This is an optimization exercise on Yosys and OpenROAD, whose aim is small area, a short achievable clock period and few clock cycles per item, not a production implementation. Function was checked by simulation only, so behaviour that the tests miss may differ from the original. Power figures rest on the tool's default switching activity, not on a simulated workload.

$ cat design/flow/design.v
`default_nettype none
package wda_pkg;
  localparam int NUM_AP_DEF = 8;
  localparam int WINDOW_DEF = 8;
  localparam int VALUE_W = 32;
  localparam int FILL_W  = 4;
  localparam int REQ_W = 1 + 3 + 3 * (VALUE_W + 1) + 1;
  localparam int RSP_W = 3 * VALUE_W + FILL_W;
  localparam int NUM_EST   = 3;
  localparam int EST_IFFT  = 0;
  localparam int EST_PHASE = 1;
  localparam int EST_RTT   = 2;
  typedef enum logic {
    CMD_STORE = 1'b0,
    CMD_QUERY = 1'b1
  } cmd_t;
  typedef enum logic [2:0] {
    ST_CLEAR,
    ST_IDLE,
    ST_WALK,
    ST_PREP,
    ST_DIV,
    ST_DONE
  } state_t;
  typedef struct packed {
    cmd_t                       command;
    logic [2:0]                 ap_index;
    logic signed [VALUE_W-1:0]  ifft_value;
    logic                       ifft_valid;
    logic signed [VALUE_W-1:0]  phase_value;
    logic                       phase_valid;
    logic signed [VALUE_W-1:0]  rtt_value;
    logic                       rtt_valid;
    logic                       end_of_report;
  } req_t;
  typedef struct packed {
    logic signed [VALUE_W-1:0]  ifft_average;
    logic signed [VALUE_W-1:0]  phase_average;
    logic signed [VALUE_W-1:0]  rtt_average;
    logic [FILL_W-1:0]          fill_count;
  } rsp_t;
  typedef struct packed {
    logic                       valid;
    logic signed [VALUE_W-1:0]  value;
  } est_t;
  typedef est_t [NUM_EST-1:0] entry_t;
endpackage
`default_nettype wire
`default_nettype none
import wda_pkg::*;
module windowed_distance_averager_top #(
  parameter int NUM_AP = wda_pkg::NUM_AP_DEF,
  parameter int WINDOW = wda_pkg::WINDOW_DEF
) (
  input  logic                       clk,
  input  logic                       rst,
  input  logic                       req_valid,
  output logic                       req_stall,
  input  logic [wda_pkg::REQ_W-1:0]  req,
  output logic                       rsp_valid,
  input  logic                       rsp_stall,
  output logic [wda_pkg::RSP_W-1:0]  rsp
);
  localparam int NP    = 8;                
  localparam int NW    = 8;                
  localparam int VW    = wda_pkg::VALUE_W;
  localparam int SW    = VW + 3;           
  localparam int CW    = 4;                
  localparam int NSTEP = SW;               
  localparam int EW    = 3 * VW;           
  localparam int B1 = 13;
  localparam int B2 = 26;
  logic adv;             
  logic sk_v;            
  assign adv       = !sk_v;
  assign req_stall = sk_v;
  logic          r1_v;           
  logic          r1_q;           
  logic [NP-1:0] r1_sel;         
  logic [NP-1:0] r1_st;          
  logic          r1_rot;         
  logic [VW-1:0] nval [3];
  logic          nvld [3];
  always_ff @(posedge clk) begin
    if (rst) begin
      r1_v   <= 1'b0;
      r1_st  <= '0;
      r1_rot <= 1'b0;
    end else if (adv) begin
      r1_v   <= req_valid;
      r1_rot <= req_valid && !req[103] && req[0];
      for (int p = 0; p < NP; p++) r1_st[p] <= req_valid && !req[103] && (req[102:100] == 3'(p));
    end
    if (adv) begin
      r1_q <= req[103];
      for (int p = 0; p < NP; p++) r1_sel[p] <= (req[102:100] == 3'(p));
      nval[0] <= req[99:68];
      nvld[0] <= req[67];
      nval[1] <= req[66:35];
      nvld[1] <= req[34];
      nval[2] <= req[33:2];
      nvld[2] <= req[1];
    end
  end
  logic [NP*NW*EW-1:0] rv;
  logic [NP*NW*3-1:0]  rf;
  logic [NP*3*SW-1:0]  ssum;
  logic [NP*3*CW-1:0]  scnt;
  logic [CW-1:0]       fill;
  logic          rot;        
  logic [NP-1:0] wr;         
  assign rot = r1_rot && adv;
  always_comb begin
    for (int p = 0; p < NP; p++) wr[p] = r1_st[p] && adv;
  end
  logic [VW-1:0] oval [3];
  logic          ovld [3];
  logic [SW-1:0] osum [3];
  logic [CW-1:0] ocnt [3];
  always_comb begin
    for (int j = 0; j < 3; j++) begin
      oval[j] = '0;
      ovld[j] = 1'b0;
      osum[j] = '0;
      ocnt[j] = '0;
      for (int p = 0; p < NP; p++) begin
        oval[j] = oval[j] | ({VW{r1_sel[p]}} & rv[p*NW*EW + j*VW +: VW]);
        ovld[j] = ovld[j] | (r1_sel[p] & rf[p*NW*3 + j]);
        osum[j] = osum[j] | ({SW{r1_sel[p]}} & ssum[(p*3 + j)*SW +: SW]);
        ocnt[j] = ocnt[j] | ({CW{r1_sel[p]}} & scnt[(p*3 + j)*CW +: CW]);
      end
    end
  end
  logic          full;
  logic          sub  [3];
  logic          add  [3];
  logic [SW-1:0] opa  [3];
  logic [SW-1:0] opb  [3];
  logic [SW-1:0] csa_s [3];
  logic [SW-1:0] csa_c [3];
  logic [SW-1:0] tsum [3];
  logic [CW-1:0] tcnt [3];
  assign full = fill[3];
  always_comb begin
    for (int j = 0; j < 3; j++) begin
      sub[j]   = ovld[j] && (!r1_q || !full);
      add[j]   = nvld[j] && !r1_q;
      opa[j]   = add[j] ? {{(SW-VW){nval[j][VW-1]}}, nval[j]} : SW'(0);
      opb[j]   = sub[j] ? ~{{(SW-VW){oval[j][VW-1]}}, oval[j]} : {SW{1'b1}};
      csa_s[j] = osum[j] ^ opa[j] ^ opb[j];
      csa_c[j] = (osum[j] & opa[j]) | (osum[j] & opb[j]) | (opa[j] & opb[j]);
      tsum[j]  = csa_s[j] + {csa_c[j][SW-2:0], 1'b1};
      tcnt[j]  = ocnt[j] - CW'(sub[j]) + CW'(add[j]);
    end
  end
  logic [CW-1:0] fill_nx;
  assign fill_nx = (rot && !full) ? fill + CW'(1) : fill;
  always_ff @(posedge clk) begin
    for (int p = 0; p < NP; p++) begin
      for (int i = 0; i < NW; i++) begin
        if (i == 0) begin
          if (rot) begin
            rv[(p*NW + 0)*EW +: EW] <= rv[(p*NW + NW-1)*EW +: EW];
            rf[(p*NW + 0)*3 +: 3]   <= rf[(p*NW + NW-1)*3 +: 3];
          end else if (wr[p]) begin
            rv[(p*NW + 0)*EW +: EW] <= {nval[2], nval[1], nval[0]};
            rf[(p*NW + 0)*3 +: 3]   <= {nvld[2], nvld[1], nvld[0]};
          end
        end else if (i == 1) begin
          if (rot) begin
            if (r1_st[p]) begin
              rv[(p*NW + 1)*EW +: EW] <= {nval[2], nval[1], nval[0]};
              rf[(p*NW + 1)*3 +: 3]   <= {nvld[2], nvld[1], nvld[0]};
            end else begin
              rv[(p*NW + 1)*EW +: EW] <= rv[(p*NW + 0)*EW +: EW];
              rf[(p*NW + 1)*3 +: 3]   <= rf[(p*NW + 0)*3 +: 3];
            end
          end
        end else begin
          if (rot) begin
            rv[(p*NW + i)*EW +: EW] <= rv[(p*NW + i-1)*EW +: EW];
            rf[(p*NW + i)*3 +: 3]   <= rf[(p*NW + i-1)*3 +: 3];
          end
        end
      end
      for (int j = 0; j < 3; j++) begin
        if (wr[p]) begin
          ssum[(p*3 + j)*SW +: SW] <= tsum[j];
          scnt[(p*3 + j)*CW +: CW] <= tcnt[j];
        end
      end
    end
    if (rot) fill <= fill_nx;
    if (rst) begin
      rf   <= '0;
      ssum <= '0;
      scnt <= '0;
      fill <= '0;
    end
  end
  logic          q2_v;
  logic          q2_q;
  logic [CW-1:0] q2_f;
  logic [SW-1:0] q2_t [3];
  logic [CW-1:0] q2_c [3];
  always_ff @(posedge clk) begin
    if (rst) q2_v <= 1'b0;
    else if (adv) q2_v <= r1_v;
    if (adv) begin
      q2_q <= r1_q;
      q2_f <= fill_nx;
      for (int j = 0; j < 3; j++) begin
        q2_t[j] <= tsum[j];
        q2_c[j] <= tcnt[j];
      end
    end
  end
  logic [SW-1:0] wx [3][3];
  logic [2:0]    w3 [3][3];
  logic [4:0]    w5 [3][3];
  logic [6:0]    w7 [3][3];
  logic [3:0]    ws [3][3];
  logic          wn [3][3];
  logic          wl [3][3];
  logic          wz [3][3];
  logic          dv [3];
  logic          dq [3];
  logic [CW-1:0] df [3];
  logic [SW-1:0] m0 [3];
  always_comb begin
    dv[0] = q2_v;
    dq[0] = q2_q;
    df[0] = q2_f;
    for (int j = 0; j < 3; j++) begin
      wn[0][j] = q2_t[j][SW-1];
      m0[j]    = q2_t[j] ^ {SW{q2_t[j][SW-1]}};
      wz[0][j] = (q2_c[j] == 4'd0);
      w3[0][j] = 3'b001;
      w5[0][j] = 5'b00001;
      w7[0][j] = 7'b0000001;
      case (q2_c[j])
        4'd2: begin wx[0][j] = m0[j] >> 1; ws[0][j] = 4'b0001; wl[0][j] = m0[j][0];         end
        4'd3: begin wx[0][j] = m0[j];      ws[0][j] = 4'b0010; wl[0][j] = 1'b1;             end
        4'd4: begin wx[0][j] = m0[j] >> 2; ws[0][j] = 4'b0001; wl[0][j] = &m0[j][1:0];      end
        4'd5: begin wx[0][j] = m0[j];      ws[0][j] = 4'b0100; wl[0][j] = 1'b1;             end
        4'd6: begin wx[0][j] = m0[j] >> 1; ws[0][j] = 4'b0010; wl[0][j] = m0[j][0];         end
        4'd7: begin wx[0][j] = m0[j];      ws[0][j] = 4'b1000; wl[0][j] = 1'b1;             end
        4'd8: begin wx[0][j] = m0[j] >> 3; ws[0][j] = 4'b0001; wl[0][j] = &m0[j][2:0];      end
        default: begin wx[0][j] = m0[j];   ws[0][j] = 4'b0001; wl[0][j] = 1'b1;             end
      endcase
    end
  end
  function automatic int step_lo(input int d);
    step_lo = (d == 0) ? 0 : (d == 1) ? B1 : B2;
  endfunction
  function automatic int step_hi(input int d);
    step_hi = (d == 0) ? B1 : (d == 1) ? B2 : NSTEP;
  endfunction
  logic [SW-1:0] ex [3][3];
  logic [2:0]    e3 [3][3];
  logic [4:0]    e5 [3][3];
  logic [6:0]    e7 [3][3];
  logic          b, q3, q5, q7;
  logic [2:0]    t3;
  logic [4:0]    t5;
  logic [6:0]    t7;
  always_comb begin
    b  = 1'b0;
    q3 = 1'b0;
    q5 = 1'b0;
    q7 = 1'b0;
    t3 = '0;
    t5 = '0;
    t7 = '0;
    for (int d = 0; d < 3; d++) begin
      for (int j = 0; j < 3; j++) begin
        ex[d][j] = wx[d][j];
        e3[d][j] = w3[d][j];
        e5[d][j] = w5[d][j];
        e7[d][j] = w7[d][j];
        for (int k = step_lo(d); k < step_hi(d); k++) begin
          b  = ex[d][j][SW-1];
          q3 = e3[d][j][2] | (b & e3[d][j][1]);
          q5 = e5[d][j][4] | e5[d][j][3] | (b & e5[d][j][2]);
          q7 = e7[d][j][6] | e7[d][j][5] | e7[d][j][4] | (b & e7[d][j][3]);
          for (int v = 0; v < 3; v++)
            t3[v] = b ? e3[d][j][((v + 2) * 2) % 3] : e3[d][j][(v * 2) % 3];
          for (int v = 0; v < 5; v++)
            t5[v] = b ? e5[d][j][((v + 4) * 3) % 5] : e5[d][j][(v * 3) % 5];
          for (int v = 0; v < 7; v++)
            t7[v] = b ? e7[d][j][((v + 6) * 4) % 7] : e7[d][j][(v * 4) % 7];
          e3[d][j] = t3;
          e5[d][j] = t5;
          e7[d][j] = t7;
          ex[d][j] = {ex[d][j][SW-2:0],
                      (ws[d][j][0] & b) | (ws[d][j][1] & q3) | (ws[d][j][2] & q5) | (ws[d][j][3] & q7)};
        end
      end
    end
  end
  genvar gd;
  generate
    for (gd = 1; gd < 3; gd++) begin : g_div
      always_ff @(posedge clk) begin
        if (rst) dv[gd] <= 1'b0;
        else if (adv) dv[gd] <= dv[gd-1];
        if (adv) begin
          dq[gd] <= dq[gd-1];
          df[gd] <= df[gd-1];
          for (int j = 0; j < 3; j++) begin
            wx[gd][j] <= ex[gd-1][j];
            w3[gd][j] <= e3[gd-1][j];
            w5[gd][j] <= e5[gd-1][j];
            w7[gd][j] <= e7[gd-1][j];
            ws[gd][j] <= ws[gd-1][j];
            wn[gd][j] <= wn[gd-1][j];
            wl[gd][j] <= wl[gd-1][j];
            wz[gd][j] <= wz[gd-1][j];
          end
        end
      end
    end
  endgenerate
  logic [VW-1:0]             qv  [3];
  logic                      hit [3];
  logic [VW-1:0]             avg [3];
  logic [wda_pkg::RSP_W-1:0] fin;
  always_comb begin
    for (int j = 0; j < 3; j++) begin
      qv[j]  = ex[2][j][VW-1:0];
      hit[j] = wl[2][j] & (ws[2][j][0] | (ws[2][j][1] & e3[2][j][2]) |
                           (ws[2][j][2] & e5[2][j][4]) | (ws[2][j][3] & e7[2][j][6]));
      if (!dq[2] || wz[2][j]) avg[j] = '0;
      else if (!wn[2][j]) avg[j] = qv[j];
      else if (hit[j]) avg[j] = ~qv[j];
      else avg[j] = ~qv[j] + VW'(1);
    end
    fin = {avg[0], avg[1], avg[2], df[2]};
  end
  logic                      take;
  logic [wda_pkg::RSP_W-1:0] sk;
  assign take = rsp_valid && !rsp_stall;
  always_ff @(posedge clk) begin
    if (rst) begin
      rsp_valid <= 1'b0;
      sk_v      <= 1'b0;
    end else if (sk_v) begin
      if (take) sk_v <= 1'b0;
    end else if (dv[2]) begin
      if (rsp_valid && !take) sk_v <= 1'b1;
      rsp_valid <= 1'b1;
    end else if (take) begin
      rsp_valid <= 1'b0;
    end
    if (sk_v) begin
      if (take) rsp <= sk;
    end else if (dv[2]) begin
      if (rsp_valid && !take) sk <= fin;
      else rsp <= fin;
    end
  end
endmodule
`default_nettype wire
$ cat design/flow/run.sh
#!/bin/bash
# synth_recipe.tcl (not shown) runs the flow's synth.tcl, then flattens the netlist and writes it again
# the make line also repeats each setting of config.mk as NAME=value (left out here)
make -C /OpenROAD-flow-scripts/flow DESIGN_CONFIG=/design/flow/config.mk WORK_HOME=/design/flow/orfs CLKGATE_MAP_FILE= SYNTH_SCRIPT=/design/flow/synth_recipe.tcl finish
$ cat design/flow/config.mk
export PLATFORM = sky130hd
export DESIGN_NAME = windowed_distance_averager_top
export DESIGN_NICKNAME = windowed_distance_averager_top
export VERILOG_FILES = /design/flow/design.v
export SDC_FILE = /design/flow/constraint.sdc
export NUM_CORES = 4
export LEC_CHECK = 0
export ABC_CLOCK_PERIOD_IN_PS = 4000
export CAP_MARGIN = 20
export CORE_MARGIN = 2
export CORE_UTILIZATION = 55
export SETUP_SLACK_MARGIN = 4.0
export SLEW_MARGIN = 20
export SYNTH_MEMORY_MAX_BITS = 16384
$ cat design/flow/constraint.sdc
create_clock -name core_clock -period 8.0 [get_ports {clk}]
set_input_delay 1.6000 -clock core_clock [delete_from_list [all_inputs] [get_ports {clk}]]
set_output_delay 1.6000 -clock core_clock [all_outputs]
set_load 0.01 [all_outputs]
==> results.txt <==
-- logic make-up (layout without fill, tap and decap cells) --
logic type	Yosys count	in the layout	synth area share, %
other cells	0	25	0
simple gates	5156	5179	7.09
xor+xnor	250	281	0.677
flops	8055	8055	71.2
fa+ha+maj	235	235	1.16
buf+inv	1954	3853	2.32
compound gates	5579	5590	11.7
mux	1519	1519	5.82
-- sequential cells by signal (all words and copies together) (netlist names), 12 cells and up --
register  flops
rv         6144
q2_t        105
ssum        840
scnt         96
ws           24
rf          192
w7           42
w5           30
sk          100
wx          192
q2_c         12
rsp         100
w3           18
nval         96
-- per-layer routing --
layer	vias to the layer above	share of wire [%]	track usage, %	wire (µm)
met2	10851	43	43.5	405000
li1	90013	-	-	-
met3	2245	9.2	5.07	85600
met1	106443	43	45.8	403000
met4	32	4.4	10.9	40900
met5	-	0.036	0	340
-- power breakdown --
group / switching [mW] / leakage, nW / internal, mW
Combinational: 33.5 / 47.3 / 27.0
Clock: 16.1 / 12.3 / 20.4
Sequential: 2.54 / 72.9 / 47.8
Total: 52.1 / 133 / 95.2
-- area by class of cell --
class / instances / area, µm² / share of cell area, %
Antenna cell: 25 / 62.6 / 0.0160
Sequential cell: 8055 / 230000 / 58.8
Clock buffer: 997 / 20800 / 5.31
Inverter: 266 / 1110 / 0.285
Timing Repair Buffer: 2127 / 22600 / 5.76
Multi-Input combinational cell: 12804 / 102000 / 26.1
Clock inverter: 461 / 4640 / 1.19
Timing Repair inverter: 2 / 10.0 / 0.00256
Tap cell: 7782 / 9740 / 2.49
-- cell usage after synthesis (all sizes together), types with 321 or more instances --
| library cell | instances | area, µm² |
|---|---|---|
| edfxtp | 6908 | 207000 |
| nand2 | 2687 | 10100 |
| a21oi | 1426 | 7140 |
| clkbuf | 1367 | 5130 |
| dfxtp | 1147 | 23000 |
| nor2 | 912 | 3430 |
| mux2 | 911 | 10300 |
| a22oi | 881 | 6610 |
| a21o | 853 | 6400 |
| o21ai | 690 | 3460 |
| mux2i | 410 | 4110 |
| nand3 | 363 | 1820 |
| buf | 321 | 1390 |
-- what timing repair did --
item	CTS	global route
gates cloned	137	29
resized for setup	2448	1418
buffers inserted	970	402
pin swaps	897	794
setup endpoints to repair	1962	1386
-- worst max path at each step --
stage                             start                     end  slack, ns  cells past startpoint
floorplan               sk_v$_SDFF_PP0_    rf[123]$_SDFFE_PP0P_      -6.78                      8
global placement    r1_sel[2]$_DFFE_PN_  ssum[347]$_SDFFE_PP0P_       0.86                     20
detailed placement  r1_sel[2]$_DFFE_PN_  ssum[452]$_SDFFE_PP0P_       0.82                     20
CTS                 r1_sel[1]$_DFFE_PN_   q2_t[1][34]$_DFFE_PN_       2.77                     21
global route        r1_sel[2]$_DFFE_PN_   q2_t[1][34]$_DFFE_PN_       2.40                     28
finish              r1_sel[2]$_DFFE_PN_   q2_t[1][34]$_DFFE_PN_       2.58                     28
-- stage by stage --
stage | utilization (%) | cell area (µm²)
finish | 66.9 | 392000
global route | 66.9 | 392000
CTS | 65.1 | 381000
detailed placement | 57.0 | 334000
global placement | 57.0 | 334000
floorplan | - | 324000
==> results.txt <==
- Core area: 586000 µm²
- Drt wl/cell: 28.7 µm
- Fin cells: roughly 33000
- Die width: between 700 and 800 µm
- Synth cell types: 117
- WHS Endpoint: rv[3805]$_DFFE_PP_
- Min Tclk post-route: ~5.4 ns
- Mapped Area: between 300000 and 400000 µm²
- Yosys warns: 36
- Worst setup margin: 2.58 ns
- Worst path arrival time: ~6.3 ns
- Global-route wire length before repair: 1320 mm
- Vias: approximately 210k
- Tot GR Track Use: 29.9%
- Clock-pin slew on the worst setup and hold paths: about 0.060 ns
- Peak VDD IR: a little over 0.3 mV
- Fraction of registers with async set/reset: 0%
- Hold depth: 0
- Clk root buf: clkbuf_16
- Sequential element share of the synthesized area: a little under three quarters
- Commonest non-fill, non-tap cells in the layout: edfxtp_1, nand2_1, buf_4
- GR Overflow Total: 0
- Leak pwr: 133 nW
- R2r worst-path depth: 28
- Fin Hold WS: 0.369 ns
- Final Hold Vio Count: 0
- Slew Viols, Final: roughly 150
- R2r setup slk: approximately 2.6 ns
- Vias/cell: between 6 and 7
- Top-Level Pins: 210
- Area grow syn2layout: 21.0%
- Initial antenna violation count: 65
- Data required time of the critical path: 8.90 ns
- Place WS: about 0.82 ns
- Least-Margin Pin Slew: 1.91 ns
- Setup TNS: 0 ns
- Worst Path Max Fanout: 5
- CTS tree: built
- Iter 0 DRT Violations: approximately 28000
- H-tree Lvls: 6
- Cell mode on critical path: buf_6
- Pwr per Cell Area: around 380 nW/µm²
- Hold crit path type: flip-flop to flip-flop
- Worst r2r src: r1_sel[2]$_DFFE_PN_
- Number of buffers created by CTS: about 800
- Share of cells above drive strength 1: around 26%
- DRT Wirelength: around 930 mm
- Layout fillers: 40767
- Rows: 281
- Worst setup EP type: flip-flop
- RSZ-0062 raised after global routing: yes
- Crit-path slowest cell: fa_2
- Skew final: 0.0978 ns
- Number of flops mapped to enable cells by yosys: 6908
- ANT nets after route: 0
- Placed cell count: between 20000 and 30000
- Synth Instances: 22748
- Critical Path Source Type: flip-flop
- Tcrit/Tclk final: about two thirds
- Synth Area per Inst: roughly 14 µm²
- Hold_buf cts: 0
- Layout check faults: max-capacitance violations, max-slew violations
- Final-stage net count: ~24000
- Largest stage delay on the critical path: 0.59 ns
- Worst Hold Launch: rv[3709]$_DFFE_PP_
- Initial Util: a little under three fifths
- Largest net degree at the start of global routing: around 220
- Endpoints failing setup: 0
- Outcome: complete, but fails checks
- Fmax: 184 MHz
- Number of global-route vias before repair: a little under 200k
- Most common cell after layout, fill and taps aside: edfxtp_1
- Post-synth top flop: edfxtp_1
- CTS max path bufs: 4
- Synth Register Bits: roughly 8000
- Tot Pwr: 147 mW
- Gpl congestion: 0.896
- Clk Latency, worst-skew pair: 1.18 ns
- DP HPWL: approximately 500 mm
- Clock sinks: between 8000 and 9000
- Buf/Inv on CP: 10
- First drt pass iteration count: 9
- Net Count, Synth: between 20000 and 25000
- Die area: 595000 µm²
- Crit path max-delay family: compound AO/OA/AOI/OAI gates
- Max Cap Viol: 1
- WS Path Type: flip-flop to flip-flop
- Slew headroom: -29.2%
- Critical R2R Capture: q2_t[1][34]$_DFFE_PN_
- Die H: roughly 770 µm
- # DRC: 0
- IO buf count: approximately 210
Testbench counts, summed over its fixed seeds: cycles 3,821, items 3,781.

## re-timing with driven ports
How much do the figures lean on ideal ports? The routed layout below was timed once more, with nothing changed but the port constraints.
Step 1, drivers: a clkbuf_16 drives clk and a buf_2 each remaining input, both assumed.
Step 2 moves the port delays by t, midway between the first and last clock arrival at a register: inputs arrive t later, outputs are due t later. That takes back most of the time a late clock gives input paths.
Slacks: no drivers / after step 1 / after step 2; pairs: no drivers / after step 1.
t, ns: 1.252
slack for setup (ns): 2.577 / 2.577 / 2.577
clock arrival spread, ns: 0.107 / 0.106
The setup slack of this run moves by 0.000 ns with the drivers and by 0.000 ns with both steps.
